Source: an optimization exercise on an open RTL-to-GDS flow (aim: small area and few clock cycles per item). Production flows keep margins and buffers that such runs may drop.
In this exercise RTL edits were held to simulation tests only and were not proved equivalent to the original.
Power figures rest on the tool's default switching activity, not on a simulated workload.

## oak
==> flow/design.v (excerpt) <==
module gray_vertical_census_bank #(
  parameter int LANES       = 16,
  parameter int PIX_W       = 8,
  parameter int RADIUS      = 8,
  parameter int FRAME_LINES = 480,
  parameter int INFO_W      = 8
) (
  input  logic                     clk,
  input  logic                     reset,
  input  logic [LANES*PIX_W-1:0]   in_pixels,
  input  logic [INFO_W-1:0]        in_info,
  input  logic                     in_valid,
  output logic                     in_ready,
  input  logic                     cfg_mode,
  input  logic [PIX_W-1:0]         cfg_threshold,
  output logic [2*LANES-1:0]       out_bits,
  output logic [INFO_W-1:0]        out_info,
  output logic                     out_border,
  output logic                     out_last,
  output logic                     out_valid,
  input  logic                     out_ready
);
==> module gray_vertical_census_bank, before the edit <==
module gray_vertical_census_bank #(
  parameter int LANES       = 16,
  parameter int PIX_W       = 8,
  parameter int RADIUS      = 8,
  parameter int FRAME_LINES = 480,
  parameter int INFO_W      = 8
) (
  input  logic                     clk,
  input  logic                     reset,
  input  logic [LANES*PIX_W-1:0]   in_pixels,
  input  logic [INFO_W-1:0]        in_info,
  input  logic                     in_valid,
  output logic                     in_ready,
  input  logic                     cfg_mode,
  input  logic [PIX_W-1:0]         cfg_threshold,
  output logic [2*LANES-1:0]       out_bits,
  output logic [INFO_W-1:0]        out_info,
  output logic                     out_border,
  output logic                     out_last,
  output logic                     out_valid,
  input  logic                     out_ready
);
  localparam int N = 2 * RADIUS + 1;       
  logic        en, accept;
  logic [8:0]  k, k_next;                  
  logic        k_first, k_border, k_last;  
  logic        mode_l;
  logic [7:0]  thr_l;
  logic [12:0] t17;
  logic [13:0] lim_lo, lim_hi;             
  logic [7:0]  win [LANES][N];             
  logic [11:0] lsum [LANES];               
  logic        s1_valid, s1_border, s1_last;
  logic [7:0]  s1_info;
  logic [2*LANES-1:0] bits_next;
  assign en       = !out_valid || out_ready;
  assign in_ready = en;
  assign accept   = in_valid && en;
  assign k_next = k_last ? 9'd0 : k + 9'd1;
  always_ff @(posedge clk) begin
    if (reset) begin
      k        <= '0;
      k_first  <= 1'b1;
      k_border <= 1'b1;
      k_last   <= 1'b0;
    end else if (accept) begin
      k        <= k_next;
      k_first  <= (k_next == 9'd0);
      k_border <= (k_next < 9'd16);
      k_last   <= (k_next == 9'd479);
    end
  end
  always_ff @(posedge clk) begin
    if (accept && k_first) begin
      mode_l <= cfg_mode;
      thr_l  <= cfg_threshold;
    end
  end
  assign t17    = mode_l ? ({1'b0, thr_l, 4'b0} + {5'b0, thr_l}) : 13'd0;
  assign lim_lo = 14'd4335 - {1'b0, t17};
  assign lim_hi = 14'd4335 + {1'b0, t17};
  always_ff @(posedge clk) begin
    if (accept) begin
      for (int i = 0; i < LANES; i++) begin
        win[i][N-1] <= win[i][N-2] | {8{k_border}};
        for (int j = N - 2; j > 1; j--) win[i][j] <= win[i][j-1];
        win[i][1] <= ~win[i][0];
        win[i][0] <= in_pixels[i*PIX_W +: PIX_W];
      end
      s1_info   <= in_info;
      s1_border <= k_border;
      s1_last   <= k_last;
    end
  end
  always_ff @(posedge clk) begin
    if (accept) begin
      for (int i = 0; i < LANES; i++) begin
        logic [11:0] s, cy, z, t;
        logic [12:0] c;
        z = {4'hf, win[i][N-1]};
        for (int b = 0; b < 12; b++) begin
          if (b < 8) {cy[b], s[b]} = 2'(lsum[i][b]) + 2'(win[i][0][b]) + 2'(z[b]);
          else       {cy[b], s[b]} = {lsum[i][b], !lsum[i][b]};
        end
        c[0] = 1'b1;
        for (int b = 0; b < 12; b++) begin
          logic y;
          y = (b > 0) ? cy[b-1] : 1'b0;
          {c[b+1], t[b]} = 2'(s[b]) + 2'(y) + 2'(c[b]);
        end
        lsum[i] <= k_first ? 12'd0 : t;
      end
    end
  end
  always_comb begin
    for (int i = 0; i < LANES; i++) begin
      logic [13:0] l, a, b, c, s1, c1, s2, c2, p;
      logic [7:0]  nc;
      logic [14:0] gl, gh;
      nc = win[i][RADIUS];                           
      l  = {2'b0, lsum[i]};
      a  = {6'b0, win[i][0]};
      b  = {2'b0, nc, 4'b0};
      c  = {6'b0, nc};
      for (int j = 0; j < 14; j++) begin
        {c1[j], s1[j]} = 2'(l[j]) + 2'(a[j]) + 2'(c[j]);
      end
      for (int j = 0; j < 4; j++) begin
        s2[j] = s1[j];
        c2[j] = (j < 3) ? c1[j] : 1'b0;
      end
      for (int j = 4; j < 14; j++)
        {c2[j], s2[j]} = 2'(s1[j]) + 2'(c1[j-1]) + 2'(b[j]);
      begin
        logic [13:0] e, g, h, g1, h1, g2, h2, g3;
        logic [13:0] cr;
        e = {c2[12:0], 1'b0};
        for (int j = 0; j < 14; j++) {g[j], h[j]} = 2'(s2[j]) + 2'(e[j]);
        g1 = g; h1 = h;
        for (int j = 1; j < 14; j += 2) begin
          g1[j] = g[j] | (h[j] & g[j-1]);
          h1[j] = h[j] & h[j-1];
        end
        g2 = g1; h2 = h1;
        for (int j = 3; j < 14; j += 4) begin
          g2[j] = g1[j] | (h1[j] & g1[j-2]);
          h2[j] = h1[j] & h1[j-2];
        end
        g3 = g2;
        g3[7] = g2[7] | (h2[7] & g2[3]);
        cr[0]  = 1'b0;
        cr[1]  = g[0];
        cr[2]  = g1[1];
        cr[4]  = g2[3];
        cr[8]  = g3[7];
        cr[3]  = g[2]   | (h[2]   & cr[2]);
        cr[6]  = g1[5]  | (h1[5]  & cr[4]);
        cr[5]  = g[4]   | (h[4]   & cr[4]);
        cr[7]  = g[6]   | (h[6]   & cr[6]);
        cr[12] = g2[11] | (h2[11] & cr[8]);
        cr[10] = g1[9]  | (h1[9]  & cr[8]);
        cr[9]  = g[8]   | (h[8]   & cr[8]);
        cr[11] = g[10]  | (h[10]  & cr[10]);
        cr[13] = g[12]  | (h[12]  & cr[12]);
        p = h ^ cr;
      end
      gl[0] = 1'b1;
      gh[0] = 1'b1;
      for (int j = 0; j < 14; j++) begin
        gl[j+1] = (p[j] & !lim_lo[j]) | (p[j] & gl[j]) | (!lim_lo[j] & gl[j]);
        gh[j+1] = (!p[j] & lim_hi[j]) | (!p[j] & gh[j]) | (lim_hi[j] & gh[j]);
      end
      bits_next[2*i]   = !s1_border && !gl[14];
      bits_next[2*i+1] = !s1_border && mode_l && !gh[14];
    end
  end
  always_ff @(posedge clk) begin
    if (reset) begin
      s1_valid  <= 1'b0;
      out_valid <= 1'b0;
    end else if (en) begin
      s1_valid  <= accept;
      out_valid <= s1_valid;
    end
  end
  always_ff @(posedge clk) begin
    if (en) begin
      out_bits   <= bits_next;
      out_info   <= s1_info;
      out_border <= s1_border;
      out_last   <= s1_last;
    end
  end
endmodule
Settings: LEC_CHECK=0, CAP_MARGIN=20, CORE_MARGIN=2, CORE_UTILIZATION=70, CTS_BUF_LIST=sky130_fd_sc_hd__clkbuf_16, CTS_CLUSTER_DIAMETER=65, CTS_CLUSTER_SIZE=33, SLEW_MARGIN=20; clock period 6.0 ns.
standard.sh (not shown) runs the stock make flow with config.mk's settings and CLKGATE_MAP_FILE= SYNTH_SCRIPT=/design/flow/synth_recipe.tcl, a recipe that flattens the netlist after the stock synthesis.
==> flow/flow/run.sh <==
#!/bin/bash
# The standard layout, with two changes:
#  - the port buffers are the smallest buffer (buf_1) instead of the default pick;
#  - clock tree synthesis inserts no dummy loads.
# Everything else (synthesis, floorplan, power grid, placement, routing) is
# the standard flow; its output goes to standard.log in this folder.
set -e
export BUFFER_PORTS_ARGS="-buffer_cell sky130_fd_sc_hd__buf_1"
export CTS_ARGS="-sink_clustering_enable -repair_clock_nets -sink_clustering_size 33 -sink_clustering_max_diameter 65 -buf_list sky130_fd_sc_hd__clkbuf_16 -dont_use_dummy_load"
bash standard.sh > standard.log 2>&1
Testbench counts of oak, summed over its fixed seeds: cycles 11,536, items 11,520.
## Diff of input files: pine against oak
--- a/flow/design.v
+++ b/flow/design.v
@@ -30,5 +30,7 @@
   logic [13:0] lim_lo, lim_hi;             
   logic [7:0]  win [LANES][N];             
-  logic [11:0] lsum [LANES];               
+  logic [7:0]  llo [LANES];
+  logic [3:0]  lhi [LANES];
+  logic [1:0]  lq  [LANES];
   logic        s1_valid, s1_border, s1_last;
   logic [7:0]  s1_info;
@@ -76,18 +78,22 @@
     if (accept) begin
       for (int i = 0; i < LANES; i++) begin
-        logic [11:0] s, cy, z, t;
-        logic [12:0] c;
-        z = {4'hf, win[i][N-1]};
-        for (int b = 0; b < 12; b++) begin
-          if (b < 8) {cy[b], s[b]} = 2'(lsum[i][b]) + 2'(win[i][0][b]) + 2'(z[b]);
-          else       {cy[b], s[b]} = {lsum[i][b], !lsum[i][b]};
+        logic [7:0] s, cy, z;
+        logic [9:0] t;
+        logic [8:0] c;
+        z = win[i][N-1];
+        for (int b = 0; b < 8; b++) begin
+          {cy[b], s[b]} = 2'(llo[i][b]) + 2'(win[i][0][b]) + 2'(z[b]);
         end
         c[0] = 1'b1;
-        for (int b = 0; b < 12; b++) begin
+        for (int b = 0; b < 8; b++) begin
           logic y;
           y = (b > 0) ? cy[b-1] : 1'b0;
           {c[b+1], t[b]} = 2'(s[b]) + 2'(y) + 2'(c[b]);
         end
-        lsum[i] <= k_first ? 12'd0 : t;
+        t[8] = cy[7] ^ c[8];
+        t[9] = cy[7] & c[8];
+        llo[i] <= k_first ? 8'd0 : t[7:0];
+        lq[i]  <= k_first ? 2'd0 : t[9:8];
+        lhi[i] <= k_first ? 4'd0 : lhi[i] + {2'b0, lq[i]} + 4'hf;
       end
     end
@@ -99,5 +105,5 @@
       logic [14:0] gl, gh;
       nc = win[i][RADIUS];                           
-      l  = {2'b0, lsum[i]};
+      l  = {2'b0, lhi[i] + {2'b0, lq[i]}, llo[i]};
       a  = {6'b0, win[i][0]};
       b  = {2'b0, nc, 4'b0};
[summary]
- | net switching power | pine vs oak | worse |
- Going from oak to pine, share of power burned in combinational logic went up 1.1 points; half-perimeter wire length of the detailed placement result lower; worst hold slack flat.
- Relative to oak, the global-route wire length before repair of pine is higher by 1100 um.
Testbench counts of pine, summed over its fixed seeds: cycles 11,536, items 11,520.

==> static timing again, ports no longer ideal <==
The flow's constraints put no driver on any port. The routed layouts listed below were extracted and timed again, unchanged, in two steps.
Step 1: set_driving_cell puts a clkbuf_16 on clk and a buf_2 on each other input, an assumption about the parent block.
Step 2 also shifts input and output timing later by t, the mid clock arrival at the registers, as if the neighbouring blocks saw the same clock.
Slacks: no drivers / after step 1 / after step 2; pairs: no drivers / after step 1.
run	t (ns)	slack for setup (ns)	worst hold slack (ns)	worst setup path after step 2
oak	0.837	0.190 / 0.190 / 0.190	0.369 / 0.369 / 0.369	register to register
pine	0.829	0.772 / 0.772 / 0.772	0.367 / 0.367 / 0.367	register to register
After both steps setup and hold are still met in every run listed.
